Background: an optimization exercise with open tools, aiming at small area. Do not read the settings as production practice.
In this exercise RTL edits were held to simulation tests only and were not proved equivalent to the original.
Power figures rest on the tool's default switching activity, not on a simulated workload.

File: flow/design.v
package quick_spi_pkg;
    typedef logic [8-1:0] axi_addr_t;
    typedef logic [32-1:0] axi_data_t;
    typedef logic [32/8-1:0] axi_strb_t;
    typedef logic [7:0] axi_len_t;
    typedef logic [$clog2(64/(32/8))-1:0] mem_word_addr_t;
    typedef logic [$clog2(64)-1:0] mem_byte_addr_t;
    typedef logic [15:0] bit_count_t;
    typedef logic [$clog2(2)-1:0] slave_sel_t;
    typedef enum logic [2:0] {
        IDLE,
        SELECT,
        SHIFT_OUT,
        SHIFT_IN,
        END_FRAME
    } engine_state_t;
endpackage
`timescale 1ns/1ps
module axi_write_slave (
    input  logic                           s_axi_aclk,
    input  logic                           s_axi_aresetn,
    input  quick_spi_pkg::axi_addr_t       awaddr,
    input  quick_spi_pkg::axi_len_t        awlen,
    input  logic [1:0]                     awburst,
    input  logic                           awvalid,
    output logic                           awready,
    input  logic                           wlast,
    input  logic                           wvalid,
    output logic                           wready,
    output logic [1:0]                     bresp,
    output logic                           bvalid,
    input  logic                           bready,
    input  logic                           read_busy,
    output logic                           write_busy,
    output logic                           mem_we,
    output quick_spi_pkg::mem_word_addr_t  mem_waddr
);
    quick_spi_pkg::axi_len_t   len_q;
    quick_spi_pkg::axi_len_t   beat_cnt;
    logic       incr_q;
    logic       aw_accept;
    logic       w_beat;
    assign aw_accept = !awready && awvalid && !write_busy && !read_busy;
    assign w_beat = wready && wvalid;
    always_ff @(posedge s_axi_aclk) begin
        if (!s_axi_aresetn) begin
            awready <= 1'b0;
            write_busy <= 1'b0;
            wready <= 1'b0;
            bvalid <= 1'b0;
        end else begin
            awready <= aw_accept;
            if (aw_accept) begin
                write_busy <= 1'b1;
            end else if (w_beat && wlast) begin
                write_busy <= 1'b0;
            end
            if (!wready && wvalid && write_busy) begin
                wready <= 1'b1;
            end else if (w_beat && wlast) begin
                wready <= 1'b0;
            end
            if (w_beat && wlast) begin
                bvalid <= 1'b1;
            end else if (bready) begin
                bvalid <= 1'b0;
            end
        end
    end
    function automatic logic [7:0] step8(input logic [7:0] q, input logic en);
        logic t;
        t = en;
        for (int i = 0; i < 8; i++) begin
            step8[i] = q[i] ^ t;
            t = t && q[i];
        end
    endfunction
    function automatic logic [3:0] step4(input logic [3:0] q, input logic en);
        logic t;
        t = en;
        for (int i = 0; i < 4; i++) begin
            step4[i] = q[i] ^ t;
            t = t && q[i];
        end
    endfunction
    always_ff @(posedge s_axi_aclk) begin
        if (aw_accept) begin
            len_q <= awlen;
            incr_q <= (awburst == 2'b01);
        end
        beat_cnt <= aw_accept ? 8'd0 : step8(beat_cnt, w_beat);
        mem_waddr <= aw_accept ? awaddr[5:2] : step4(mem_waddr, w_beat && incr_q);
    end
    assign mem_we = w_beat && (beat_cnt <= len_q);
    assign bresp = 2'b00;
endmodule
`timescale 1ns/1ps
module axi_read_slave (
    input  logic                           s_axi_aclk,
    input  logic                           s_axi_aresetn,
    input  quick_spi_pkg::axi_addr_t       araddr,
    input  quick_spi_pkg::axi_len_t        arlen,
    input  logic [1:0]                     arburst,
    input  logic                           arvalid,
    output logic                           arready,
    output quick_spi_pkg::axi_data_t       rdata,
    output logic [1:0]                     rresp,
    output logic                           rlast,
    output logic                           rvalid,
    input  logic                           rready,
    input  logic                           write_busy,
    output logic                           read_busy,
    output logic                           rvalid_d,
    output quick_spi_pkg::mem_word_addr_t  mem_raddr,
    input  quick_spi_pkg::axi_data_t       mem_rdata
);
    quick_spi_pkg::axi_len_t   left_q;    
    logic       incr_q;
    logic       ar_accept;
    logic       r_beat;
    assign ar_accept = !arready && arvalid && !read_busy && !write_busy;
    assign r_beat = rvalid && rready;
    always_comb begin
        if (!s_axi_aresetn) begin
            rvalid_d = 1'b0;
        end else if (read_busy && !rvalid) begin
            rvalid_d = 1'b1;
        end else if (r_beat) begin
            rvalid_d = 1'b0;
        end else begin
            rvalid_d = rvalid;
        end
    end
    always_ff @(posedge s_axi_aclk) begin
        if (!s_axi_aresetn) begin
            arready <= 1'b0;
            read_busy <= 1'b0;
            rlast <= 1'b0;
        end else begin
            arready <= ar_accept;
            if (ar_accept) begin
                read_busy <= 1'b1;
            end else if (r_beat && rlast) begin
                read_busy <= 1'b0;
            end
            if (read_busy && !rvalid) begin
                rlast <= (left_q == 8'd0);
            end else if (r_beat) begin
                rlast <= 1'b0;
            end
        end
    end
    always_ff @(posedge s_axi_aclk) begin
        rvalid <= rvalid_d;
        rdata <= mem_rdata;
    end
    function automatic logic [7:0] down8(input logic [7:0] q, input logic en);
        logic t;
        t = en;
        for (int i = 0; i < 8; i++) begin
            down8[i] = q[i] ^ t;
            t = t && !q[i];
        end
    endfunction
    function automatic logic [3:0] step4(input logic [3:0] q, input logic en);
        logic t;
        t = en;
        for (int i = 0; i < 4; i++) begin
            step4[i] = q[i] ^ t;
            t = t && q[i];
        end
    endfunction
    always_ff @(posedge s_axi_aclk) begin
        if (ar_accept) begin
            incr_q <= (arburst == 2'b01);
        end
        left_q <= ar_accept ? arlen : down8(left_q, r_beat);
        mem_raddr <= ar_accept ? araddr[5:2] : step4(mem_raddr, r_beat && incr_q);
    end
    assign rresp = 2'b00;
endmodule
`timescale 1ns/1ps
module spi_aoi222 (
    input  logic a0, b0, a1, b1, a2, b2,
    output logic y
);
    assign y = !((a0 && b0) || (a1 && b1) || (a2 && b2));
endmodule
module spi_nand2 (
    input  logic a, b,
    output logic y
);
    assign y = !(a && b);
endmodule
module spi_nand3 (
    input  logic a, b, c,
    output logic y
);
    assign y = !(a && b && c);
endmodule
module spi_nand4 (
    input  logic a, b, c, d,
    output logic y
);
    assign y = !(a && b && c && d);
endmodule
module spi_nor3 (
    input  logic a, b, c,
    output logic y
);
    assign y = !(a || b || c);
endmodule
module spi_or2 (
    input  logic a, b,
    output logic y
);
    assign y = a || b;
endmodule
module spi_buffer_bit (
    input  logic s_axi_aclk,
    input  logic hold,
    input  logic wsel,
    input  logic wd,
    input  logic rsel,
    input  logic rd,
    output logic q
);
    always_ff @(posedge s_axi_aclk) begin
        q <= (hold && q) || (wsel && wd) || (rsel && rd);
    end
endmodule
module spi_buffer_ctrl (
    input  logic       s_axi_aclk,
    input  logic       s_axi_aresetn,
    input  logic       done,
    input  logic       hold,
    input  logic       wsel,
    input  logic [7:0] wd,
    input  logic       rsel,
    input  logic [7:0] rd,
    output logic [7:0] q
);
    logic [7:0] d;
    always_comb begin
        d = ({8{hold}} & q) | ({8{wsel}} & wd) | ({8{rsel}} & rd);
        if (done) begin
            d[2] = 1'b0;
        end
    end
    always_ff @(posedge s_axi_aclk) begin
        if (!s_axi_aresetn) begin
            q <= 8'h00;
        end else begin
            q <= d;
        end
    end
endmodule
module spi_sel16 (
    input  logic [15:0] s,
    input  logic [15:0] d,
    output logic        y
);
    logic [5:0] n;
    logic [1:0] p;
    for (genvar i = 0; i < 5; i++) begin : g_aoi
        spi_aoi222 u_aoi (
            .a0(s[3*i]), .b0(d[3*i]), .a1(s[3*i+1]), .b1(d[3*i+1]),
            .a2(s[3*i+2]), .b2(d[3*i+2]), .y(n[i])
        );
    end
    spi_nand2 u_last (.a(s[15]), .b(d[15]), .y(n[5]));
    spi_nand3 u_p0 (.a(n[0]), .b(n[1]), .c(n[2]), .y(p[0]));
    spi_nand3 u_p1 (.a(n[3]), .b(n[4]), .c(n[5]), .y(p[1]));
    spi_or2 u_y (.a(p[0]), .b(p[1]), .y(y));
endmodule
module spi_sel64 (
    input  logic [63:0] s,
    input  logic [63:0] d,
    output logic        y
);
    logic [21:0] n;
    logic [5:0]  p;
    logic [1:0]  m;
    for (genvar i = 0; i < 21; i++) begin : g_aoi
        spi_aoi222 u_aoi (
            .a0(s[3*i]), .b0(d[3*i]), .a1(s[3*i+1]), .b1(d[3*i+1]),
            .a2(s[3*i+2]), .b2(d[3*i+2]), .y(n[i])
        );
    end
    spi_nand2 u_last (.a(s[63]), .b(d[63]), .y(n[21]));
    for (genvar i = 0; i < 5; i++) begin : g_p
        spi_nand4 u_p (.a(n[4*i]), .b(n[4*i+1]), .c(n[4*i+2]), .d(n[4*i+3]), .y(p[i]));
    end
    spi_nand2 u_p5 (.a(n[20]), .b(n[21]), .y(p[5]));
    spi_nor3 u_m0 (.a(p[0]), .b(p[1]), .c(p[2]), .y(m[0]));
    spi_nor3 u_m1 (.a(p[3]), .b(p[4]), .c(p[5]), .y(m[1]));
    spi_nand2 u_y (.a(m[0]), .b(m[1]), .y(y));
endmodule
module spi_buffer_ram (
    input  logic                           s_axi_aclk,
    input  logic                           s_axi_aresetn,
    input  logic                           mem_we,
    input  quick_spi_pkg::mem_word_addr_t  mem_waddr,
    input  quick_spi_pkg::axi_data_t       wdata,
    input  quick_spi_pkg::axi_strb_t       wstrb,
    input  quick_spi_pkg::mem_word_addr_t  mem_raddr,
    input  logic                           rvalid_d,
    output quick_spi_pkg::axi_data_t       mem_rdata,
    input  logic [5:0]                     eng_row,
    output logic [7:0]                     eng_byte,
    input  logic                           rx_we,
    input  logic [8:0]                     rx_ptr,
    input  logic                           miso,
    input  logic                           done,
    output logic                           cpol,
    output logic                           cpha,
    output logic                           start,
    output logic                           burst,
    output logic                           read_en,
    output quick_spi_pkg::slave_sel_t      slave_idx,
    output quick_spi_pkg::bit_count_t      out_elem_bits,
    output quick_spi_pkg::bit_count_t      num_out_elems,
    output quick_spi_pkg::bit_count_t      in_elem_bits
);
    logic [511:0] mem;
    logic        collide;
    logic [31:0] wd;
    logic [7:0]  rd;
    logic [15:0] wdec;
    logic [63:0] esel, hold;
    for (genvar r = 0; r < 64; r++) begin : g_esel
        assign esel[r] = (eng_row == 6'(r));
    end
    for (genvar w = 0; w < 16; w++) begin : g_wdec
        assign wdec[w] = mem_we && (mem_waddr == 4'(w));
    end
    assign collide = rx_we && mem_we && (mem_waddr == rx_ptr[8:5]) && wstrb[rx_ptr[4:3]];
    for (genvar k = 0; k < 32; k++) begin : g_wd
        assign wd[k] = wstrb[k / 8] && wdata[k] && !(collide && (rx_ptr[4:0] == 5'(k)));
    end
    for (genvar j = 0; j < 8; j++) begin : g_rd
        assign rd[j] = rx_we && ((rx_ptr[2:0] == 3'(j)) ? miso : (eng_byte[j] && !collide));
    end
    for (genvar r = 0; r < 64; r++) begin : g_row
        assign hold[r] = !((wdec[r / 4] && wstrb[r % 4]) || (esel[r] && rx_we));
        if (r == 0) begin : g_ctrl
            spi_buffer_ctrl u_byte (
                .s_axi_aclk, .s_axi_aresetn, .done,
                .hold(hold[r]), .wsel(wdec[r / 4]), .wd(wd[8*(r%4) +: 8]),
                .rsel(esel[r]), .rd(rd), .q(mem[8*r +: 8])
            );
        end else begin : g_plain
            for (genvar j = 0; j < 8; j++) begin : g_bit
                spi_buffer_bit u_bit (
                    .s_axi_aclk,
                    .hold(hold[r]), .wsel(wdec[r / 4]), .wd(wd[8*(r%4) + j]),
                    .rsel(esel[r]), .rd(rd[j]), .q(mem[8*r + j])
                );
            end
        end
    end
    logic [15:0] wrsel;
    for (genvar w = 0; w < 16; w++) begin : g_wrsel
        assign wrsel[w] = rvalid_d && (mem_raddr == 4'(w));
    end
    for (genvar k = 0; k < 32; k++) begin : g_rd_word
        logic [15:0] col;
        for (genvar w = 0; w < 16; w++) begin : g_col
            assign col[w] = mem[32*w + k];
        end
        spi_sel16 u_sel (.s(wrsel), .d(col), .y(mem_rdata[k]));
    end
    for (genvar j = 0; j < 8; j++) begin : g_rd_byte
        logic [63:0] col;
        for (genvar r = 0; r < 64; r++) begin : g_col
            assign col[r] = mem[8*r + j];
        end
        spi_sel64 u_sel (.s(esel), .d(col), .y(eng_byte[j]));
    end
    assign cpol = mem[0];
    assign cpha = mem[1];
    assign start = mem[2];
    assign burst = mem[3];
    assign read_en = mem[4];
    assign slave_idx = mem[8];
    assign out_elem_bits = mem[16 +: 16];
    assign num_out_elems = mem[32 +: 16];
    assign in_elem_bits = mem[48 +: 16];
endmodule
`timescale 1ns/1ps
module spi_transfer_engine (
    input  logic                           s_axi_aclk,
    input  logic                           s_axi_aresetn,
    input  logic                           cpol,
    input  logic                           cpha,
    input  logic                           start,
    input  logic                           burst,
    input  logic                           read_en,
    input  quick_spi_pkg::slave_sel_t      slave_idx,
    input  quick_spi_pkg::bit_count_t      out_elem_bits,
    input  quick_spi_pkg::bit_count_t      num_out_elems,
    input  quick_spi_pkg::bit_count_t      in_elem_bits,
    input  logic                           write_busy,
    output logic [5:0]                     eng_row,
    input  logic [7:0]                     eng_byte,
    output logic                           rx_we,
    output logic [8:0]                     rx_ptr,
    output logic                           done,
    output logic                           mosi,
    output logic                           sclk,
    output logic [2-1:0]    ss_n,
    output logic                           interrupt
);
    localparam logic [2:0] IDLE      = 3'd0;
    localparam logic [2:0] SELECT    = 3'd1;
    localparam logic [2:0] SHIFT_OUT = 3'd2;
    localparam logic [2:0] SHIFT_IN  = 3'd3;
    localparam logic [2:0] END_FRAME = 3'd4;
    logic [2:0]  state;
    logic        ph;
    logic [15:0] slot1;      
    logic [15:0] elem1;      
    logic [8:0]  tx_ptr;     
    logic        slot_end;
    logic        out_done;
    logic        in_done;
    logic        last_elem;
    logic        tx_bit;
    assign slot_end = (ph != cpha);
    assign out_done = slot_end && (slot1 == out_elem_bits);
    assign in_done = slot_end && (slot1 == in_elem_bits);
    assign last_elem = !burst || (elem1 == num_out_elems);
    assign done = (state == END_FRAME) && last_elem;
    assign rx_we = (state == SHIFT_IN) && !ph;
    assign eng_row = (state == SHIFT_IN) ? rx_ptr[8:3] : tx_ptr[8:3];
    assign tx_bit = eng_byte[tx_ptr[2:0]];
    always_ff @(posedge s_axi_aclk) begin
        if (!s_axi_aresetn) begin
            state <= IDLE;
            ss_n <= '1;
            sclk <= 1'b0;
            mosi <= 1'b0;
            interrupt <= 1'b0;
        end else begin
            case (state)
                IDLE: begin
                    sclk <= cpol;
                    if (start && !write_busy) begin
                        interrupt <= 1'b0;
                        ss_n[slave_idx] <= 1'b0;
                        state <= SELECT;
                    end
                end
                SELECT: begin
                    if (!cpha) begin
                        mosi <= tx_bit;
                    end
                    state <= SHIFT_OUT;
                end
                SHIFT_OUT: begin
                    sclk <= ~sclk;
                    if (out_done) begin
                        mosi <= 1'b0;
                        if (read_en) begin
                            state <= SHIFT_IN;
                        end else begin
                            ss_n <= '1;
                            state <= END_FRAME;
                        end
                    end else if (ph) begin
                        mosi <= tx_bit;
                    end
                end
                SHIFT_IN: begin
                    sclk <= ~sclk;
                    if (in_done) begin
                        ss_n <= '1;
                        state <= END_FRAME;
                    end
                end
                END_FRAME: begin
                    sclk <= cpol;
                    if (last_elem) begin
                        interrupt <= 1'b1;
                        state <= IDLE;
                    end else begin
                        ss_n[slave_idx] <= 1'b0;
                        state <= SELECT;
                    end
                end
                default: state <= IDLE;
            endcase
        end
    end
    function automatic logic [15:0] step16(input logic [15:0] q, input logic en);
        logic t;
        t = en;
        for (int i = 0; i < 16; i++) begin
            step16[i] = q[i] ^ t;
            t = t && q[i];
        end
    endfunction
    function automatic logic [8:0] step9(input logic [8:0] q, input logic en);
        logic t;
        t = en;
        for (int i = 0; i < 9; i++) begin
            step9[i] = q[i] ^ t;
            t = t && q[i];
        end
    endfunction
    logic is_idle, is_select, is_out, is_in, is_end;
    assign is_idle = (state == IDLE);
    assign is_select = (state == SELECT);
    assign is_out = (state == SHIFT_OUT);
    assign is_in = (state == SHIFT_IN);
    assign is_end = (state == END_FRAME);
    logic slot_clr, slot_en, tx_en, rx_en;
    assign slot_clr = is_idle || (is_out && out_done) || (is_in && in_done);
    assign slot_en = (is_out || is_in) && slot_end;
    assign tx_en = (is_select && !cpha) || (is_out && !out_done && ph);
    assign rx_en = is_in && !ph;
    always_ff @(posedge s_axi_aclk) begin
        if (is_idle || is_end) begin
            ph <= cpha;
        end else if (is_out || is_in) begin
            ph <= ~ph;
        end
        slot1 <= slot_clr ? 16'd1 : step16(slot1, slot_en);
        elem1 <= is_idle ? 16'd1 : step16(elem1, is_end);
        tx_ptr <= is_idle ? 9'(8 * 12) : step9(tx_ptr, tx_en);
        rx_ptr <= is_idle ? 9'(8 * 38) : step9(rx_ptr, rx_en);
    end
endmodule
`timescale 1ns/1ps
module quick_spi (
    input  logic                         s_axi_aclk,
    input  logic                         s_axi_aresetn,
    input  quick_spi_pkg::axi_addr_t     awaddr,
    input  quick_spi_pkg::axi_len_t      awlen,
    input  logic [1:0]                   awburst,
    input  logic                         awvalid,
    output logic                         awready,
    input  quick_spi_pkg::axi_data_t     wdata,
    input  quick_spi_pkg::axi_strb_t     wstrb,
    input  logic                         wlast,
    input  logic                         wvalid,
    output logic                         wready,
    output logic [1:0]                   bresp,
    output logic                         bvalid,
    input  logic                         bready,
    input  quick_spi_pkg::axi_addr_t     araddr,
    input  quick_spi_pkg::axi_len_t      arlen,
    input  logic [1:0]                   arburst,
    input  logic                         arvalid,
    output logic                         arready,
    output quick_spi_pkg::axi_data_t     rdata,
    output logic [1:0]                   rresp,
    output logic                         rlast,
    output logic                         rvalid,
    input  logic                         rready,
    output logic                         mosi,
    input  logic                         miso,
    output logic                         sclk,
    output logic [2-1:0]  ss_n,
    output logic                         interrupt
);
    logic           write_busy;
    logic           read_busy;
    logic           mem_we;
    quick_spi_pkg::mem_word_addr_t mem_waddr;
    quick_spi_pkg::mem_word_addr_t mem_raddr;
    logic           rvalid_d;
    quick_spi_pkg::axi_data_t      mem_rdata;
    logic [5:0]     eng_row;
    logic [7:0]     eng_byte;
    logic           rx_we;
    logic [8:0]     rx_ptr;
    logic           done;
    logic           cpol;
    logic           cpha;
    logic           start;
    logic           burst;
    logic           read_en;
    quick_spi_pkg::slave_sel_t     slave_idx;
    quick_spi_pkg::bit_count_t     out_elem_bits;
    quick_spi_pkg::bit_count_t     num_out_elems;
    quick_spi_pkg::bit_count_t     in_elem_bits;
    axi_write_slave u_axi_write_slave (.*);
    axi_read_slave u_axi_read_slave (.*);
    spi_buffer_ram u_spi_buffer_ram (.*);
    spi_transfer_engine u_spi_transfer_engine (.*);
endmodule
File: flow/run.sh
#!/bin/bash
# synth_recipe.tcl (not shown) runs the flow's synth.tcl, then flattens the netlist and writes it again
# the make line also repeats each setting of config.mk as NAME=value (left out here)
make -C /OpenROAD-flow-scripts/flow DESIGN_CONFIG=/design/flow/config.mk WORK_HOME=/design/flow/orfs CLKGATE_MAP_FILE= SYNTH_SCRIPT=/design/flow/synth_recipe.tcl finish
File: flow/config.mk
export PLATFORM = sky130hd
export DESIGN_NAME = quick_spi
export DESIGN_NICKNAME = quick_spi
export VERILOG_FILES = /design/flow/design.v
export SDC_FILE = /design/flow/constraint.sdc
export NUM_CORES = 4
export LEC_CHECK = 0
export CAP_MARGIN = 20
export CELL_PAD_IN_SITES_DETAIL_PLACEMENT = 1
export CELL_PAD_IN_SITES_GLOBAL_PLACEMENT = 1
export CORE_MARGIN = 2
export CORE_UTILIZATION = 40
export CTS_CLUSTER_DIAMETER = 80
export CTS_CLUSTER_SIZE = 20
export PLACE_DENSITY = 0.5
export SLEW_MARGIN = 20
export SYNTH_HIERARCHICAL = 1
File: flow/constraint.sdc
create_clock -name core_clock -period 8.0 [get_ports {s_axi_aclk}]
set_input_delay 1.6000 -clock core_clock [delete_from_list [all_inputs] [get_ports {s_axi_aclk}]]
set_output_delay 1.6000 -clock core_clock [all_outputs]
set_load 0.01 [all_outputs]
==> results of run 1 <==
[metrics by stage]
stage	setup slack [ns]	instance area (µm²)	util
after detailed placement	2.11	33600	0.451
final	1.68	35200	0.472
after floorplan	2.17	30100	-
after global placement	2.26	33500	0.450
after global routing	1.58	35200	0.472
after CTS	2.06	35000	0.470
[synth_stat cells, types with 3 or more instances]
library cell and n:
mux4_2 3, nand2_1 134, nor4_1 6, a21oi_1 32, and3_1 6, o311ai_1 3, xor2_1 25, inv_2 3
o21ai_0 9, nor3_2 17, nand2b_1 13, xnor2_1 36, mux2i_1 9, or2_1 33, mux2_2 9, clkbuf_1 32
nor3b_2 3, nor2b_1 50, buf_1 4, a21oi_2 7, and3b_1 3, a211oi_2 8, nor3_1 24, nand4_1 51
buf_2 5, buf_6 7, or2_2 5, and2_1 10, a222oi_1 840, and2_4 9, a22oi_1 64, inv_1 529
a31oi_1 17, dfxtp_1 634, buf_4 53, nand3_1 77, ha_1 74, nor2_1 119, edfxtp_1 11
[state kept, by name (all words and copies together), names as in the netlist, 2 cells and up]
signal                                        count
u_axi_read_slave.left_q                           8
u_spi_transfer_engine.state                       3
u_spi_transfer_engine.rx_ptr                      9
u_axi_write_slave.beat_cnt                        8
u_spi_transfer_engine.ss_n                        2
u_axi_read_slave.rdata                           32
u_spi_transfer_engine.elem1                      16
u_spi_transfer_engine.tx_ptr                      9
u_axi_write_slave.mem_waddr                       4
u_spi_transfer_engine.slot1                      16
u_axi_write_slave.len_q                           8
u_spi_buffer_ram.g_row.g_plain.g_bit.u_bit.q    504
u_spi_buffer_ram.g_row.g_ctrl.u_byte.q            8
u_axi_read_slave.mem_raddr                        4
[routing by layer]
| layer | GRT usage | vias to the layer above | share of wire |
|---|---|---|---|
| met5 | 0 | - | 0.00034 |
| met4 | 0.193 | 10 | 0.055 |
| li1 | - | 13000 | - |
| met3 | 0.127 | 401 | 0.15 |
| met1 | 0.549 | 16300 | 0.38 |
| met2 | 0.594 | 2662 | 0.41 |
[power by group through the flow]
| stage | logic (mW) | registers, mW | clock network [mW] |
|---|---|---|---|
| 3_5_place_dp | 1.02 | 4.02 | 0 |
| 6_report | 1.05 | 3.98 | 2.47 |
| 4_1_cts | 1.02 | 3.95 | 2.50 |
| 2_1_floorplan | 0.737 | 3.84 | 0 |
| 5_1_grt | 1.14 | 4.00 | 2.61 |
| 3_3_place_gp | 0.975 | 4.01 | 0 |
[how the worst max path moves through the flow]
stage | slack (ns) | startpoint | endpoint | cells past startpoint
floorplan | 2.17 | wvalid | u_spi_buffer_ram.g_row[28].g_plain.g_bit[0].u_bit.q | 7
global placement | 2.26 | u_spi_transfer_engine.state[1] | u_spi_buffer_ram.g_row[25].g_plain.g_bit[2].u_bit.q | 15
detailed placement | 2.11 | u_spi_transfer_engine.state[1] | u_spi_buffer_ram.g_row[27].g_plain.g_bit[2].u_bit.q | 15
CTS | 2.06 | u_spi_transfer_engine.state[1] | u_spi_buffer_ram.g_row[35].g_plain.g_bit[2].u_bit.q | 15
global route | 1.58 | u_spi_transfer_engine.state[1] | u_spi_buffer_ram.g_row[62].g_plain.g_bit[0].u_bit.q | 15
finish | 1.68 | u_spi_transfer_engine.state[1] | u_spi_buffer_ram.g_row[32].g_plain.g_bit[3].u_bit.q | 15
[cell usage in the layout, fill, tap and decap left out, drive strengths merged, types with 25 or more instances in the layout]
cell type      count
a222oi           840
dfxtp            634
inv              540
buf              160
nand2            134
nor2             120
clkdlybuf4s50    115
nand3             80
ha                74
a22oi             64
nand4             51
clkbuf            51
nor2b             50
nor3              42
a21oi             39
or2               38
xnor2             36
xor2              25
[cell type report]
cell class              instances  area [µm²]  share of cell area
diodes                          4        10.0            0.000285
clock buffers                  50        1180              0.0337
clock inverters                20         243             0.00690
inverters                     533        2000              0.0570
multi-input cells            1740       15100               0.428
flip-flops and latches        645       13000               0.370
well taps                     969        1210              0.0345
repair buffers                276        2440              0.0694
[logic make-up after synthesis]
kind of cell	count (synthesis)	share of synthesized area
AO/OA/AOI/OAI	996	0.317
buffers and inverters	635	0.0883
other	2	0.000250
flip-flops	645	0.433
adder cells (fa/ha/maj)	74	0.0308
XOR/XNOR	61	0.0178
AND/OR/NAND/NOR	583	0.104
multiplexers	22	0.00899
[Yosys stat by module, one instance, submodules excluded, a selection]
module,times used,flip-flops and latches,cell area (µm²)
axi_write_slave,1,25,1150
spi_buffer_ram,1,0,2500
spi_nand2,56,0,3.75
spi_nand3,64,0,5.00
spi_aoi222,328,0,10.0
spi_or2,32,0,6.26
spi_nand4,40,0,6.26
spi_buffer_ctrl,1,8,314
axi_read_slave,1,49,1450
spi_buffer_bit,504,1,33.8
spi_nor3,16,0,10.0
spi_transfer_engine,1,59,3220
[critical path, stage by stage, from the launching register on]
cell and delay [ns]:
dfxtp_1 0.57, inv_2 0.11, nor2_1 0.20, nand2_1 0.31, mux2_2 0.44, nand2b_1 0.90, nor2_2 0.45, a222oi_1 0.49
nand4_1 0.31, nor3_2 0.50, nand2_1 0.37, mux2i_1 0.35, a211oi_4 0.07, buf_4 0.42, a222oi_1 0.46, inv_1 0.09
==> flow_summary_export.csv, run 1 <==
group,metric,value,unit
synth,ys_dominant_reg_cell,"dfxtp_1",
die,die_h,278,µm
worst_setup_path,r2r_end,"u_spi_buffer_ram.g_row[32].g_plain.g_bit[3].u_bit.q",
worst_setup_path,reg2reg_depth,15,
global_routing,grt_overflow_total,0,
clocking,cts_buffer_depth,3,
timing,max_freq,158,MHz
power_and_ir_drop,seqPwrFrac,0.530,
detailed_routing,via_per_inst,7.63,
worst_setup_path,r2r_start,"u_spi_transfer_engine.state[1]",
clocking,cts_root_buffer,"clkbuf_16",
worst_hold_path,worstHoldPathType,"reg -> reg",
worst_setup_path,cp.required,8.50,ns
worst_setup_path,r2r_slack,1.68,ns
timing,max_slew_margin,0.0933,
timing,skew,0.0269,ns
die,design.core.area,74400,µm²
synth,syn_area,30100,µm²
synth,synth-seq-cells,645,
synth,yosysUniqueCellTypes,72,
finish,nNetsFinal,3395,
synth,yosysTopAreaCell,"dfxtp_1",
die,die-area,77400,µm²
flow_run,maxCapViolations,0,
power_and_ir_drop,netSwitchingFraction,0.309,
placement,dp_hpwl,108000,µm
power_and_ir_drop,power.share.clock,0.330,
power_and_ir_drop,p_leak,16.3,nW
die,start_util,0.404,
timing,setup_violations,0,
clocking,tritoncts,"built",
clocking,path_clk_slew,0.09,ns
finish,drive_gt1_frac,0.123,
timing,setup_tns,0,ns
timing,hold_ws,0.470,ns
global_routing,grt.total_usage,0.409,
synth,ys_top_cells_by_area,"dfxtp_1 42%, a222oi_1 28%, inv_1 6.6%, ha_1 3.1%, nand2_1 1.7%",
die,ios,128,
detailed_routing,via_count,32300,
global_routing,grt_pass1_vias,30800,
clocking,post_cts_buffers,0,
clocking,clkLatencyLatePin,0.63,ns
timing,finalHoldViolations,0,
clocking,cts_buffers,44,
worst_setup_path,path_class,"reg -> reg",
timing,min_period,6.32,ns
worst_setup_path,cp-start-kind,"flop",
die,placementRows,100,
worst_hold_path,min_from,"u_axi_read_slave.left_q[2]",
worst_hold_path,whs_endpoint,"u_axi_read_slave.rlast",
synth,synthCells,3018,
placement,dp_cells,4157,
detailed_routing,drt_iter0_drc,8985,
placement,port_buffers,115,
finish,area_delta_synth_final,16.9,%
timing,period_share,0.790,
detailed_routing,drc,0,
status,status,"complete, no violations",
clocking,cts_resized,0,
power_and_ir_drop,p_switching,2.32,mW
detailed_routing,wl,165000,µm
finish,final_cells,4237,
timing,tightest_slew,1.36,ns
detailed_routing,post_drt_wl_per_cell,38.8,µm
synth,synth_edf_count,11,
die,die_w,278,µm
global_routing,grt_pass1_wl,230000,µm
power_and_ir_drop,p_per_area,213,nW/µm²
power_and_ir_drop,comb_power_share,0.140,
detailed_routing,postRouteAntennaNets,0,
worst_setup_path,cp.arrival,6.81,ns
global_routing,antenna_found_initial,9,
placement,gp_congestion,0.987,
clocking,cts.sinks,645,
power_and_ir_drop,ir_drop,0.147,mV
synth,synth_async_sr_flop_share,0,
timing,rsz0062_at_grt,"false",
clocking,htree_levels,2,
power_and_ir_drop,internal_power,5.19,mW
power_and_ir_drop,power,7.50,mW
clocking,hold_buffers,0,
synth,synth_top_area_frac,0.422,
synth,synth_area_per_cell,9.97,µm²
synth,ys_warn_count,11,
synth,seq_area_frac_synth,0.433,
global_routing,grt_max_degree,65,
worst_hold_path,whs_path_depth,1,
timing,drv_slew,0,
worst_setup_path,endpoint_kind,"flop",
detailed_routing,drt_first_pass_iters,15,
worst_setup_path,worstPathMaxFanout,64,
finish,nFillCells,8180,
==> run 2: changes to the inputs <==
==> flow/flow/run.sh (new file) <==
#!/bin/bash
# Layout flow: the standard flow with the standard synthesis unchanged.
# After synthesis it changes only two things: the port buffers are buf_1
# cells, and the clock sinks are clustered in groups of at most CLUSTER
# flip-flops with no dummy loads. Each run's output goes to a log here;
# ORFS keeps its per-step logs under orfs/logs.
set -euo pipefail
CLUSTER=18
DIAMETER=70
bash standard.sh synth > synth.log 2>&1
export BUFFER_PORTS_ARGS="-buffer_cell sky130_fd_sc_hd__buf_1"
export CTS_ARGS="-sink_clustering_enable -repair_clock_nets -sink_clustering_size $CLUSTER -sink_clustering_max_diameter $DIAMETER -dont_use_dummy_load"
bash standard.sh > layout.log 2>&1
==> flow/standard.sh (new file) <==
#!/bin/bash
# synth_recipe.tcl (not shown) runs the flow's synth.tcl, then flattens the netlist and writes it again
# the make line also repeats each setting of config.mk as NAME=value (left out here)
make -C /OpenROAD-flow-scripts/flow DESIGN_CONFIG=/design/flow/config.mk WORK_HOME=/design/flow/orfs CLKGATE_MAP_FILE= SYNTH_SCRIPT=/design/flow/synth_recipe.tcl "${@:-finish}"
--- a/flow/config.mk
+++ b/flow/config.mk
@@ -10,8 +10,6 @@
 export CELL_PAD_IN_SITES_GLOBAL_PLACEMENT = 1
 export CORE_MARGIN = 2
 export CORE_UTILIZATION = 40
-export CTS_CLUSTER_DIAMETER = 80
-export CTS_CLUSTER_SIZE = 20
 export PLACE_DENSITY = 0.5
 export SLEW_MARGIN = 20
 export SYNTH_HIERARCHICAL = 1
removed: flow/run.sh
==> run 2 against run 1 <==
Hold slack worse by 0.010 ns. Synthesized cell count unchanged. Flip-flop and latch count stayed put. Utilization down 1.2 points. Critical path depth grew 1. Via count is 0.73% lower. Cell area is 2.5% lower. Final cell count shrank 0.17%. Non-clock buffer count increased by 15. Sequential power barely moved. Area after synthesis stayed put.
==> flow_summary_export.csv, run 2 <==
group,metric,value,unit
status,status,"complete, no violations",
placement,dp_hpwl,108000,µm
die,design.core.area,74400,µm²
finish,nNetsFinal,3415,
synth,synth_top_area_frac,0.422,
synth,yosysUniqueCellTypes,72,
finish,largest_register_ffs,504,
finish,final_util,0.461,
clocking,htree_levels,2,
synth,ys_warn_count,11,
timing,period_share,0.770,
global_routing,grt_overflow_total,0,
worst_setup_path,endpoint_kind,"flop",
clocking,cts_root_buffer,"clkbuf_16",
clocking,hold_buffers,0,
timing,setup_tns,0,ns
clocking,post_cts_buffers,0,
timing,drv_slew,0,
worst_setup_path,slowest_delay,0.97,ns
die,die_h,278,µm
detailed_routing,via_count,32100,
finish,area_delta_synth_final,14.0,%
clocking,cts.sinks,645,
synth,synth-seq-cells,645,
placement,gp_congestion,0.995,
global_routing,grt_pass1_wl,230000,µm
timing,setup_violations,0,
worst_setup_path,critical_path_buf_inv_count,3,
timing,rsz0062_at_grt,"false",
detailed_routing,drt_first_pass_iters,17,
worst_setup_path,slowest_stage,"nor2_2",
finish,layout_common_cells,"840 x a222oi_1, 634 x dfxtp_1, 529 x inv_1",
worst_setup_path,worstPathMaxFanout,64,
worst_hold_path,worstHoldPathType,"reg -> reg",
power_and_ir_drop,p_leak,15.9,nW
finish,postLayoutCellArea,34300,µm²
flow_run,maxCapViolations,0,
finish,top_regs,"u_spi_buffer_ram.g_row.g_plain.g_bit.u_bit.q: 504 flops, u_axi_read_slave.rdata: 32 flops",
clocking,clkLatencyLatePin,0.64,ns
detailed_routing,drc,0,
worst_setup_path,cp-start-kind,"flop",
placement,dp_cells,4164,
timing,min_period,6.16,ns
timing,max_freq,162,MHz
worst_setup_path,path_cells,"inv_2, nor2_1, nand2_1, mux2_2, nor2b_1, nand3_1, nor2_2, a222oi_1, nand4_1, nor3_2, nand2_1, mux2i_1, a211oi_4, buf_4, a222oi_1, inv_1",
timing,finalHoldViolations,0,
worst_setup_path,cp.arrival,6.71,ns
synth,yosysTopAreaCell,"dfxtp_1",
finish,final_common_cell,"a222oi_1",
detailed_routing,post_drt_wl_per_cell,39.0,µm
clocking,cts_buffer_depth,3,
synth,synth.most_common_cell,"a222oi_1",
clocking,tritoncts,"built",
power_and_ir_drop,ir_drop,0.173,mV
placement,port_buffers,115,
power_and_ir_drop,p_per_area,212,nW/µm²
clocking,path_clk_slew,0.08,ns
detailed_routing,postRouteAntennaNets,0,
die,start_util,0.404,
timing,tightest_slew,1.36,ns
clocking,cts_buffers,49,
timing,max_slew_margin,0.0942,
global_routing,grt_max_degree,65,
synth,synth_async_sr_flop_share,0,
synth,seq_area_frac_synth,0.433,
placement,placed_cell_area,32900,µm²
die,die-area,77400,µm²
detailed_routing,drt_iter0_drc,8859,
die,ios,128,
synth,ys_dominant_reg_cell,"dfxtp_1",
detailed_routing,via_per_inst,7.59,
synth,ys_top_cells_by_area,"dfxtp_1 42%, a222oi_1 28%, inv_1 6.6%, ha_1 3.1%, nand2_1 1.7%",
clocking,cts_resized,0,
detailed_routing,wl,165000,µm
worst_setup_path,path_delay_family,"simple AND/OR/NAND/NOR gates",
global_routing,antenna_found_initial,6,
synth,synth_area_per_cell,9.97,µm²
die,die_w,278,µm
synth,synth_edf_count,11,
finish,regMostFlops,"u_spi_buffer_ram.g_row.g_plain.g_bit.u_bit.q",
synth,syn_area,30100,µm²
die,placementRows,100,
global_routing,grt_pass1_vias,31200,
worst_setup_path,cp.required,8.55,ns
finish,drive_gt1_frac,0.121,
global_routing,grt.total_usage,0.408,
finish,final_cells,4230,
worst_setup_path,path_class,"reg -> reg",
synth,synth_common_cells,"840 x a222oi_1, 634 x dfxtp_1, 529 x inv_1, 134 x nand2_1, 119 x nor2_1",
synth,synthCells,3018,
timing,skew,0.0480,ns
-- run 2: cell counts after synthesis --
No cell type changed its count.
-- run 2: area by class of cell --
type | count | area [µm²]
multi-input cells | 1740 | 15000
repair buffers | 291 | 1810
well taps | 969 | 1210
clock buffers | 49 | 1230
flip-flops and latches | 645 | 13000
inverters | 533 | 2000
diodes | 3 | 7.51
fillers | 8395 | 40200
-- run 2: report_power, final --
part | switching, mW | total, mW | internal (mW)
Clock | 1.19 | 2.27 | 1.08
Combinational | 0.620 | 1.02 | 0.400
Sequential | 0.399 | 3.97 | 3.57
Total | 2.21 | 7.26 | 5.05
-- run 2: worst paths after layout --
| kind | startpoint | end | slack, ns | cells past startpoint |
|---|---|---|---|---|
| worst max-delay path | u_spi_transfer_engine.state[1] | u_spi_buffer_ram.g_row[21].g_plain.g_bit[5].u_bit.q | 1.84 | 16 |
| worst min-delay path | u_axi_read_slave.left_q[0] | u_axi_read_slave.rlast | 0.46 | 1 |
| worst max register to register | u_spi_transfer_engine.state[1] | u_spi_buffer_ram.g_row[21].g_plain.g_bit[5].u_bit.q | 1.84 | 16 |
| worst min register to register | u_axi_read_slave.left_q[0] | u_axi_read_slave.rlast | 0.46 | 1 |
-- run 2: metal layers --
layer / global-route usage / up-vias / part of all wire
li1: - / 13000 / -
met1: 0.518 / 16000 / 0.37
met2: 0.595 / 2601 / 0.41
met3: 0.144 / 458 / 0.15
met4: 0.245 / 8 / 0.067
met5: 0 / - / 0.00033
-- run 2: cell families (layout without fill, tap and decap cells) --
kind of cell / after synthesis / after routing / synth area share
compound gates: 996 / 996 / 0.317
xor+xnor: 61 / 61 / 0.0178
fa+ha+maj: 74 / 74 / 0.0308
buf+inv: 635 / 873 / 0.0883
flops: 645 / 645 / 0.433
mux: 22 / 22 / 0.00899
other cells: 2 / 7 / 0.000250
simple gates: 583 / 583 / 0.104
-- run 2: modules after synthesis, one instance, submodules excluded, excerpt --
module / cells / flops+latches / cell area (µm²) / times used
axi_read_slave: 116 / 49 / 1450 / 1
axi_write_slave: 94 / 25 / 1150 / 1
spi_aoi222: 1 / 0 / 10.0 / 328
spi_buffer_bit: 3 / 1 / 33.8 / 504
spi_buffer_ctrl: 26 / 8 / 314 / 1
spi_buffer_ram: 427 / 0 / 2500 / 1
spi_nand2: 1 / 0 / 3.75 / 56
spi_nand3: 1 / 0 / 5.00 / 64
spi_nand4: 1 / 0 / 6.26 / 40
spi_nor3: 1 / 0 / 10.0 / 16
spi_or2: 1 / 0 / 6.26 / 32
spi_transfer_engine: 307 / 59 / 3220 / 1
-- run 2: metrics by stage --
| stage | hold slack (ns) | power, mW | worst slack [ns] |
|---|---|---|---|
| after global routing | 0.489 | 7.51 | 1.73 |
| after detailed placement | 0.449 | 5.01 | 2.28 |
| after floorplan | 0.417 | 4.58 | 2.17 |
| after global placement | 0.432 | 4.95 | 2.32 |
| final | 0.459 | 7.26 | 1.84 |
| after CTS | 0.454 | 7.24 | 2.25 |
==> run 3: changes to the inputs <==
==> flow/flow/run.sh (replaced) <==
#!/bin/bash
# Layout flow: the standard flow with the standard synthesis unchanged.
# After synthesis it changes only which cells the layout steps may add:
# buf_1 cells as the port buffers, buf_1/buf_2 for repair buffers (the
# larger buffers and delay cells join the platform's don't-use list in
# dont_use.txt), and power recovery (downsizing of non-critical cells) after
# global routing. Each run's output goes to a log here; ORFS keeps its
# per-step logs under orfs/logs.
set -euo pipefail
bash standard.sh synth > synth.log 2>&1
export BUFFER_PORTS_ARGS="-buffer_cell sky130_fd_sc_hd__buf_1"
export RECOVER_POWER=100
DU="$(cat flow/dont_use.txt)"
bash standard.sh "DONT_USE_CELLS=$DU" finish > layout.log 2>&1
==> flow/flow/dont_use.txt (new file) <==
sky130_fd_sc_hd__buf_4 sky130_fd_sc_hd__buf_6 sky130_fd_sc_hd__buf_8 sky130_fd_sc_hd__buf_12 sky130_fd_sc_hd__buf_16 sky130_fd_sc_hd__bufbuf_8 sky130_fd_sc_hd__bufbuf_16 sky130_fd_sc_hd__dlygate4sd1_1 sky130_fd_sc_hd__dlygate4sd2_1 sky130_fd_sc_hd__dlygate4sd3_1 sky130_fd_sc_hd__clkdlybuf4s15_1 sky130_fd_sc_hd__clkdlybuf4s15_2 sky130_fd_sc_hd__clkdlybuf4s18_1 sky130_fd_sc_hd__clkdlybuf4s18_2 sky130_fd_sc_hd__clkdlybuf4s25_1 sky130_fd_sc_hd__clkdlybuf4s25_2 sky130_fd_sc_hd__clkdlybuf4s50_1 sky130_fd_sc_hd__clkdlybuf4s50_2 sky130_fd_sc_hd__dlymetal6s2s_1 sky130_fd_sc_hd__dlymetal6s4s_1 sky130_fd_sc_hd__dlymetal6s6s_1 sky130_fd_sc_hd__probe_p_8 sky130_fd_sc_hd__probec_p_8 sky130_fd_sc_hd__lpflow_bleeder_1 sky130_fd_sc_hd__lpflow_clkbufkapwr_1 sky130_fd_sc_hd__lpflow_clkbufkapwr_16 sky130_fd_sc_hd__lpflow_clkbufkapwr_2 sky130_fd_sc_hd__lpflow_clkbufkapwr_4 sky130_fd_sc_hd__lpflow_clkbufkapwr_8 sky130_fd_sc_hd__lpflow_clkinvkapwr_1 sky130_fd_sc_hd__lpflow_clkinvkapwr_16 sky130_fd_sc_hd__lpflow_clkinvkapwr_2 sky130_fd_sc_hd__lpflow_clkinvkapwr_4 sky130_fd_sc_hd__lpflow_clkinvkapwr_8 sky130_fd_sc_hd__lpflow_decapkapwr_12 sky130_fd_sc_hd__lpflow_decapkapwr_3 sky130_fd_sc_hd__lpflow_decapkapwr_4 sky130_fd_sc_hd__lpflow_decapkapwr_6 sky130_fd_sc_hd__lpflow_decapkapwr_8 sky130_fd_sc_hd__lpflow_inputiso0n_1 sky130_fd_sc_hd__lpflow_inputiso0p_1 sky130_fd_sc_hd__lpflow_inputiso1n_1 sky130_fd_sc_hd__lpflow_inputiso1p_1 sky130_fd_sc_hd__lpflow_inputisolatch_1 sky130_fd_sc_hd__lpflow_isobufsrc_1 sky130_fd_sc_hd__lpflow_isobufsrc_16 sky130_fd_sc_hd__lpflow_isobufsrc_2 sky130_fd_sc_hd__lpflow_isobufsrc_4 sky130_fd_sc_hd__lpflow_isobufsrc_8 sky130_fd_sc_hd__lpflow_isobufsrckapwr_16 sky130_fd_sc_hd__lpflow_lsbuf_lh_hl_isowell_tap_1 sky130_fd_sc_hd__lpflow_lsbuf_lh_hl_isowell_tap_2 sky130_fd_sc_hd__lpflow_lsbuf_lh_hl_isowell_tap_4 sky130_fd_sc_hd__lpflow_lsbuf_lh_isowell_4 sky130_fd_sc_hd__lpflow_lsbuf_lh_isowell_tap_1 sky130_fd_sc_hd__lpflow_lsbuf_lh_isowell_tap_2 sky130_fd_sc_hd__lpflow_lsbuf_lh_isowell_tap_4
--- a/flow/config.mk
+++ b/flow/config.mk
@@ -10,6 +10,8 @@
 export CELL_PAD_IN_SITES_GLOBAL_PLACEMENT = 1
 export CORE_MARGIN = 2
 export CORE_UTILIZATION = 40
+export CTS_CLUSTER_DIAMETER = 70
+export CTS_CLUSTER_SIZE = 18
 export PLACE_DENSITY = 0.5
 export SLEW_MARGIN = 20
 export SYNTH_HIERARCHICAL = 1
==> run 3 against run 2 <==
The layout now fails its checks (capacitance limit, slew limit). Register-to-register slack lost 1.4 ns. Via count grew 1.7%. First-iteration DRC count grew 8.6%. Final cell count grew 2.6%. Maximum frequency shrank 18%. Critical endpoint is now u_spi_buffer_ram.g_row[47].g_plain.g_bit[1].u_bit.q.
==> flow_summary_export.csv, run 3 <==
group,metric,value,unit
clocking,htree_levels,2,
status,status,"finished with violations",
synth,ys_top_cells_by_area,"dfxtp_1 42%, a222oi_1 28%, inv_1 6.6%, ha_1 3.1%, nand2_1 1.7%",
timing,max_freq,133,MHz
worst_hold_path,worstHoldPathType,"reg -> reg",
detailed_routing,drc,0,
clocking,cts_root_buffer,"clkbuf_16",
synth,synth_edf_count,11,
power_and_ir_drop,comb_power_share,0.135,
detailed_routing,via_per_inst,7.51,
power_and_ir_drop,p_leak,15.7,nW
clocking,tritoncts,"built",
worst_setup_path,path_cells,"inv_1, nor2_1, nand2_1, mux2_1, nor2_1, nand2_1, nor2_1, clkbuf_1, a222oi_1, nand4_1, nor3_2, nand2_1, mux2i_1, a211oi_2, buf_2, a222oi_1, inv_1",
power_and_ir_drop,power.share.clock,0.344,
global_routing,grt_util_met2,0.594,
detailed_routing,via_count,32600,
global_routing,busiest_layer,"met2",
die,die-area,77400,µm²
die,die_w,278,µm
die,ios,128,
finish,area_delta_synth_final,13.7,%
clocking,post_cts_buffers,0,
clocking,hold_buffers,0,
finish,top_regs,"u_spi_buffer_ram.g_row.g_plain.g_bit.u_bit.q: 504 flops, u_axi_read_slave.rdata: 32 flops",
status,failed_checks,"capacitance limit, slew limit",
detailed_routing,drt_iter0_drc,9617,
worst_setup_path,cp-start-kind,"flop",
synth,syn_area,30100,µm²
placement,dp_cells,4261,
clocking,clkLatencyLatePin,0.65,ns
clocking,cts_resized,0,
timing,finalHoldViolations,0,
worst_setup_path,slowest_delay,1.41,ns
timing,rsz0062_at_grt,"false",
worst_setup_path,worstPathMaxFanout,22,
worst_setup_path,cp.required,8.56,ns
worst_setup_path,path_class,"reg -> reg",
power_and_ir_drop,p_per_area,222,nW/µm²
synth,synth_top_area_frac,0.422,
finish,regMostFlops,"u_spi_buffer_ram.g_row.g_plain.g_bit.u_bit.q",
timing,min_period,7.52,ns
finish,nNetsFinal,3499,
timing,max_slew_margin,-0.705,
worst_setup_path,cp.arrival,8.08,ns
die,start_util,0.404,
placement,dp_hpwl,122000,µm
synth,synth_common_cells,"840 x a222oi_1, 634 x dfxtp_1, 529 x inv_1, 134 x nand2_1, 119 x nor2_1",
placement,gp_congestion,1.02,
global_routing,grt_overflow_total,0,
synth,synthCells,3018,
synth,seq_area_frac_synth,0.433,
worst_setup_path,endpoint_kind,"flop",
clocking,cts_buffers,48,
synth,ys_dominant_reg_cell,"dfxtp_1",
worst_setup_path,path_delay_family,"simple AND/OR/NAND/NOR gates",
finish,nFillCells,8443,
die,placementRows,100,
clocking,path_clk_slew,0.08,ns
finish,final_cells,4342,
worst_setup_path,critical_path_buf_inv_count,4,
flow_run,maxCapViolations,3,
detailed_routing,wl,165000,µm
finish,drive_gt1_frac,0.0807,
die,design.core.area,74400,µm²
synth,synth_async_sr_flop_share,0,
clocking,cts_buffer_depth,3,
clocking,cts.sinks,645,
power_and_ir_drop,netSwitchingFraction,0.309,
detailed_routing,drt_first_pass_iters,15,
synth,synth.most_common_cell,"a222oi_1",
timing,period_share,0.940,
power_and_ir_drop,internal_power,5.24,mW
timing,drv_slew,49,
die,die_h,278,µm
global_routing,grt_pass1_vias,31000,
global_routing,grtUsageMet3,0.136,
synth,synth-seq-cells,645,
power_and_ir_drop,p_switching,2.34,mW
timing,skew,0.0291,ns
timing,setup_violations,0,
finish,largest_register_ffs,504,
global_routing,grt_max_degree,33,
timing,setup_tns,0,ns
global_routing,grt_pass1_wl,230000,µm
synth,ys_warn_count,11,
detailed_routing,post_drt_wl_per_cell,38.0,µm
worst_setup_path,slowest_stage,"a211oi_2",
power_and_ir_drop,ir_drop,0.204,mV
global_routing,grtUsageMet1,0.549,
synth,yosysTopAreaCell,"dfxtp_1",
global_routing,antenna_found_initial,5,
synth,yosysUniqueCellTypes,72,
placement,port_buffers,115,
detailed_routing,postRouteAntennaNets,0,
global_routing,grt.total_usage,0.409,
finish,final_common_cell,"a222oi_1",
finish,layout_common_cells,"840 x a222oi_1, 634 x dfxtp_1, 532 x inv_1",
power_and_ir_drop,seqPwrFrac,0.521,
synth,synth_area_per_cell,9.97,µm²
timing,tightest_slew,2.52,ns
## run 3: cell counts after synthesis
No cell type changed its count.
## run 3: cell families after synthesis
logic type	Yosys count	share of synthesized area
and+or+nand+nor	583	0.104
muxes	22	0.00899
adders and majority gates	74	0.0308
DFF	645	0.433
other	2	0.000250
AOI/OAI and AO/OA	996	0.317
buffers and inverters	635	0.0883
xor gates and xnor gates	61	0.0178
## run 3: final timing paths
check | slack [ns] | from | depth (start not counted) | end
max | 0.48 | u_spi_transfer_engine.state[1] | 17 | u_spi_buffer_ram.g_row[47].g_plain.g_bit[1].u_bit.q
max reg2reg | 0.48 | u_spi_transfer_engine.state[1] | 17 | u_spi_buffer_ram.g_row[47].g_plain.g_bit[1].u_bit.q
min reg2reg | 0.46 | u_axi_read_slave.left_q[0] | 1 | u_axi_read_slave.rlast
min | 0.46 | u_axi_read_slave.left_q[0] | 1 | u_axi_read_slave.rlast
## run 3: final cells by class
type,instances,area [µm²],share of cell area
Clock buffer,56,1280,0.0375
Sequential cell,645,13000,0.381
Inverter,533,2000,0.0585
Clock inverter,22,278,0.00812
Timing Repair Buffer,376,1490,0.0436
Tap cell,969,1210,0.0355
Antenna cell,1,2.50,0.0000732
Multi-Input combinational cell,1740,14900,0.436
## run 3: routing by layer
| metal | wire (µm) | up-vias |
|---|---|---|
| met5 | 38 | - |
| met4 | 9100 | 6 |
| met3 | 25300 | 406 |
| met2 | 67200 | 2664 |
| met1 | 63500 | 16400 |
| li1 | - | 13200 |
## run 3: Yosys stat by module, one instance, submodules excluded, a selection
module | flip-flops and latches | cell area, µm² | times used
spi_nand3 | 0 | 5.00 | 64
axi_read_slave | 49 | 1450 | 1
spi_nand2 | 0 | 3.75 | 56
spi_buffer_ram | 0 | 2500 | 1
spi_aoi222 | 0 | 10.0 | 328
spi_nor3 | 0 | 10.0 | 16
spi_transfer_engine | 59 | 3220 | 1
spi_buffer_ctrl | 8 | 314 | 1
spi_buffer_bit | 1 | 33.8 | 504
axi_write_slave | 25 | 1150 | 1
spi_nand4 | 0 | 6.26 | 40
spi_or2 | 0 | 6.26 | 32
## run 3: stage by stage
stage	setup WS (ns)	area [µm²]	utilization	total power, mW	hold slack [ns]
after floorplan	2.17	30100	-	4.58	0.417
after global placement	1.57	32700	0.439	4.96	0.434
after detailed placement	1.55	32700	0.440	5.02	0.445
after CTS	1.46	34300	0.461	7.59	0.455
after global routing	0.459	34200	0.459	7.84	0.485
final	0.483	34200	0.459	7.59	0.458
## run 3: power by group through the flow
stage,combinational [mW],clock (mW),sequential (mW)
finish,1.02,2.61,3.95
floorplan,0.737,0,3.84
global placement,0.973,0,3.99
detailed placement,1.02,0,4.00
global route,1.11,2.76,3.98
CTS,1.02,2.64,3.93
==> run 4: changes to the inputs <==
==> flow/flow/run.sh (replaced) <==
#!/bin/bash
# Layout flow: the standard flow with the standard synthesis unchanged.
# After synthesis it changes only which cells the layout steps may add and
# how the clock tree is clustered: buf_1 cells as the port buffers, buf_1/
# buf_2 for repair buffers (the larger buffers and delay cells join the
# platform's don't-use list in dont_use.txt), and clock sinks clustered in
# groups of at most CLUSTER flip-flops with no dummy loads. Each run's
# output goes to a log here; ORFS keeps its per-step logs under orfs/logs.
set -euo pipefail
CLUSTER=18
DIAMETER=70
bash standard.sh synth > synth.log 2>&1
export BUFFER_PORTS_ARGS="-buffer_cell sky130_fd_sc_hd__buf_1"
export CTS_ARGS="-sink_clustering_enable -repair_clock_nets -sink_clustering_size $CLUSTER -sink_clustering_max_diameter $DIAMETER -dont_use_dummy_load"
DU="$(cat flow/dont_use.txt)"
bash standard.sh "DONT_USE_CELLS=$DU" finish > layout.log 2>&1
--- a/flow/config.mk
+++ b/flow/config.mk
@@ -10,8 +10,6 @@
 export CELL_PAD_IN_SITES_GLOBAL_PLACEMENT = 1
 export CORE_MARGIN = 2
 export CORE_UTILIZATION = 40
-export CTS_CLUSTER_DIAMETER = 70
-export CTS_CLUSTER_SIZE = 18
 export PLACE_DENSITY = 0.5
 export SLEW_MARGIN = 20
 export SYNTH_HIERARCHICAL = 1
==> run 4 against run 3 <==
Die area stayed put. First-iteration DRC count is 4.4% lower. Sequential power hardly changed. Cell area is 0.61% lower. Global-route usage hardly changed. Hold slack worse by 0.0025 ns. The run now finishes clean. Final cell count is 0.62% lower. Sequential share of layout area is 0.24 points higher. Clock power is 13% lower. Largest cell class unchanged. Clock skew is 0.031 ns higher. Utilization is 0.28 points lower.
==> flow_summary_export.csv, run 4 <==
group,metric,value,unit
synth,synthCells,3018,
die,die_w,278,µm
detailed_routing,postRouteAntennaNets,0,
finish,layout_common_cells,"840 x a222oi_1, 634 x dfxtp_1, 529 x inv_1",
clocking,cts_resized,0,
detailed_routing,wl,165000,µm
synth,synth.most_common_cell,"a222oi_1",
synth,yosys.area_share.simple,0.104,
clocking,cts_root_buffer,"clkbuf_16",
clocking,tritoncts,"built",
synth,yosysTopAreaCell,"dfxtp_1",
status,status,"complete, no violations",
synth,synth_top_family_by_area,"compound AO/OA/AOI/OAI gates",
worst_setup_path,reg2reg_depth,17,
synth,synth_edf_count,11,
global_routing,grt_overflow_total,0,
synth,syn_area,30100,µm²
synth,synth_async_sr_flop_share,0,
clocking,path_clk_slew,0.08,ns
clocking,post_cts_buffers,0,
die,start_util,0.404,
synth,synth-seq-cells,645,
synth,seq_area_frac_synth,0.433,
synth,synth_xor_area_frac,0.0178,
finish,area_delta_synth_final,13.0,%
worst_setup_path,endpoint_kind,"flop",
worst_setup_path,r2r_slack,1.06,ns
finish,final_util,0.457,
timing,finalHoldViolations,0,
die,die-area,77400,µm²
power_and_ir_drop,p_per_area,213,nW/µm²
die,placementRows,100,
die,die_h,278,µm
clocking,clkLatencyLatePin,0.65,ns
power_and_ir_drop,ir_drop,0.198,mV
synth,synth_compound_area_frac,0.317,
worst_setup_path,cp-start-kind,"flop",
timing,post-route-worst-setup-slack,1.06,ns
synth,yosysUniqueCellTypes,72,
synth,ys_dominant_reg_cell,"dfxtp_1",
finish,drive_gt1_frac,0.0835,
synth,synth_top_area_frac,0.422,
synth,ys_top_cells_by_area,"dfxtp_1 42%, a222oi_1 28%, inv_1 6.6%, ha_1 3.1%, nand2_1 1.7%",
detailed_routing,drt_iter0_drc,9197,
finish,regMostFlops,"u_spi_buffer_ram.g_row.g_plain.g_bit.u_bit.q",
worst_setup_path,cp.arrival,7.49,ns
global_routing,grt.total_usage,0.409,
global_routing,antenna_found_initial,4,
synth,synth_fa_ha_area_frac,0.0308,
timing,rsz0062_at_grt,"false",
placement,port_buffers,115,
timing,max_freq,144,MHz
detailed_routing,via_per_inst,7.54,
global_routing,grt_pass1_wl,230000,µm
timing,setup_violations,0,
placement,dp_slack,1.55,ns
finish,nFillCells,8443,
worst_setup_path,worstPathMaxFanout,22,
placement,dp_hpwl,122000,µm
detailed_routing,drc,0,
detailed_routing,via_count,32500,
clocking,hold_buffers,0,
detailed_routing,drt_first_pass_iters,17,
clocking,htree_levels,2,
clocking,cts_buffers,48,
worst_setup_path,cp.required,8.55,ns
finish,nNetsFinal,3500,
synth,synth_common_cells,"840 x a222oi_1, 634 x dfxtp_1, 529 x inv_1, 134 x nand2_1, 119 x nor2_1",
finish,largest_register_ffs,504,
power_and_ir_drop,p_leak,15.6,nW
finish,final_common_cell,"a222oi_1",
synth,synth.area.mux_share,0.00899,
timing,drv_slew,0,
timing,setup_tns,0,ns
synth,ys_warn_count,11,
clocking,cts.sinks,645,
die,design.core.area,74400,µm²
die,ios,128,
worst_hold_path,worstHoldPathType,"reg -> reg",
global_routing,grt_max_degree,33,
finish,top_regs,"u_spi_buffer_ram.g_row.g_plain.g_bit.u_bit.q: 504 flops, u_axi_read_slave.rdata: 32 flops",
placement,gp_congestion,1.02,
timing,period_share,0.868,
global_routing,grt_pass1_vias,31000,
timing,min_period,6.94,ns
synth,synth_area_per_cell,9.97,µm²
timing,skew,0.0597,ns
timing,max_slew_margin,0.134,
timing,tightest_slew,1.30,ns
flow_run,maxCapViolations,0,
worst_setup_path,path_class,"reg -> reg",
detailed_routing,post_drt_wl_per_cell,38.3,µm
worst_hold_path,whs_path_depth,1,
clocking,cts_buffer_depth,3,
-- run 4: cell count changes in the layout (fill, tap and decap cells not counted), sizes merged --
| cell | change |
|---|---|
| buf | +20 |
| diode | +2 |
| clkinv | -9 |
| inv | -6 |
| clkinvlp | -3 |
| clkbuf | -27 |
| bufinv | -4 |
-- run 4: cell families after synthesis --
group | after synthesis
other cells | 2
xor+xnor | 61
buf+inv | 635
flops | 645
compound gates | 996
fa+ha+maj | 74
simple gates | 583
mux | 22
-- run 4: final cells by class --
| type | count | area [µm²] | area share |
|---|---|---|---|
| Tap cell | 969 | 1210 | 0.0357 |
| Antenna cell | 3 | 7.51 | 0.000221 |
| Clock buffer | 48 | 1200 | 0.0353 |
| Sequential cell | 645 | 13000 | 0.383 |
| Inverter | 533 | 2000 | 0.0589 |
| Multi-Input combinational cell | 1740 | 15000 | 0.442 |
| Timing Repair Buffer | 377 | 1500 | 0.0443 |
-- run 4: per-module statistics from Yosys (local to each module, per instance), excerpt --
module	copies in the design	cells
spi_nor3	16	1
spi_nand3	64	1
spi_buffer_ram	1	427
spi_aoi222	328	1
spi_or2	32	1
spi_buffer_ctrl	1	26
spi_nand4	40	1
axi_write_slave	1	94
spi_buffer_bit	504	3
spi_transfer_engine	1	307
spi_nand2	56	1
axi_read_slave	1	116
-- run 4: metal layers --
layer | share of wire | vias up | routed length (µm) | GRT usage
met2 | 0.41 | 2692 | 67200 | 0.591
met3 | 0.15 | 394 | 25100 | 0.137
met5 | 0.00014 | - | 23 | 0
met1 | 0.39 | 16300 | 63600 | 0.549
met4 | 0.056 | 4 | 9300 | 0.185
li1 | - | 13200 | - | -
-- run 4: critical path, cell delays in order, from the launching register on --
cell	delay [ns]
dfxtp_1	0.55
inv_2	0.11
nor2_1	0.18
nand2_1	0.29
mux2_2	0.58
nor2b_1	0.35
nand2_1	0.33
nor2_1	0.95
buf_1	0.46
a222oi_1	0.22
nand4_1	0.32
nor3_2	0.13
nand2_1	0.29
mux2i_1	0.19
a211oi_4	0.97
buf_2	0.57
a222oi_1	0.20
inv_1	0.11
-- run 4: where the power goes --
group	leakage (nW)	internal (mW)	total (mW)	switching, mW
registers	5.24	3.57	3.96	0.387
clock network	0.592	1.06	2.26	1.20
logic	9.81	0.390	1.04	0.652
-- run 4: worst paths after layout --
check / from / endpoint
worst max-delay path: u_spi_transfer_engine.state[1] / u_spi_buffer_ram.g_row[47].g_plain.g_bit[1].u_bit.q
worst min register to register: u_axi_read_slave.left_q[0] / u_axi_read_slave.rlast
worst min-delay path: u_axi_read_slave.left_q[0] / u_axi_read_slave.rlast
worst max register to register: u_spi_transfer_engine.state[1] / u_spi_buffer_ram.g_row[47].g_plain.g_bit[1].u_bit.q
-- run 4: metrics by stage --
stage	hold slack (ns)	power, mW	cell area [µm²]	std cells
floorplan	0.417	4.58	30100	3020
global placement	0.434	4.96	32700	4255
detailed placement	0.445	5.02	32700	4261
CTS	0.453	7.23	33900	4309
global route	0.483	7.51	34000	4312
finish	0.455	7.26	34000	4315

==> static timing again, ports no longer ideal <==
No port has a modelled driver above. Below, the same layouts with a new extraction and two added sets of constraints. Step 1 assumes that a clkbuf_16 drives the clock port and a buf_2 every other input. Step 2, shift: input delay + t, output delay - t, t = (earliest + latest rising clock arrival at the registers) / 2. This alone moves slack from input paths to output paths. Slacks: no drivers / after step 1 / after step 2; pairs: no drivers / after step 1.
run | shift t [ns] | setup WS [ns] | hold WS [ns] | worst data-port slew with drivers (ns)
run 1 | 0.685 | 1.680 / 1.680 / 1.680 | 0.470 / 0.470 / 0.470 | 0.09
run 2 | 0.696 | 1.843 / 1.843 / 1.843 | 0.459 / 0.459 / 0.459 | 0.08
run 3 | 0.702 | 0.483 / 0.483 / 0.483 | 0.458 / 0.458 / 0.458 | 0.08
run 4 | 0.699 | 1.058 / 1.058 / 1.058 | 0.455 / 0.455 / 0.455 | 0.08
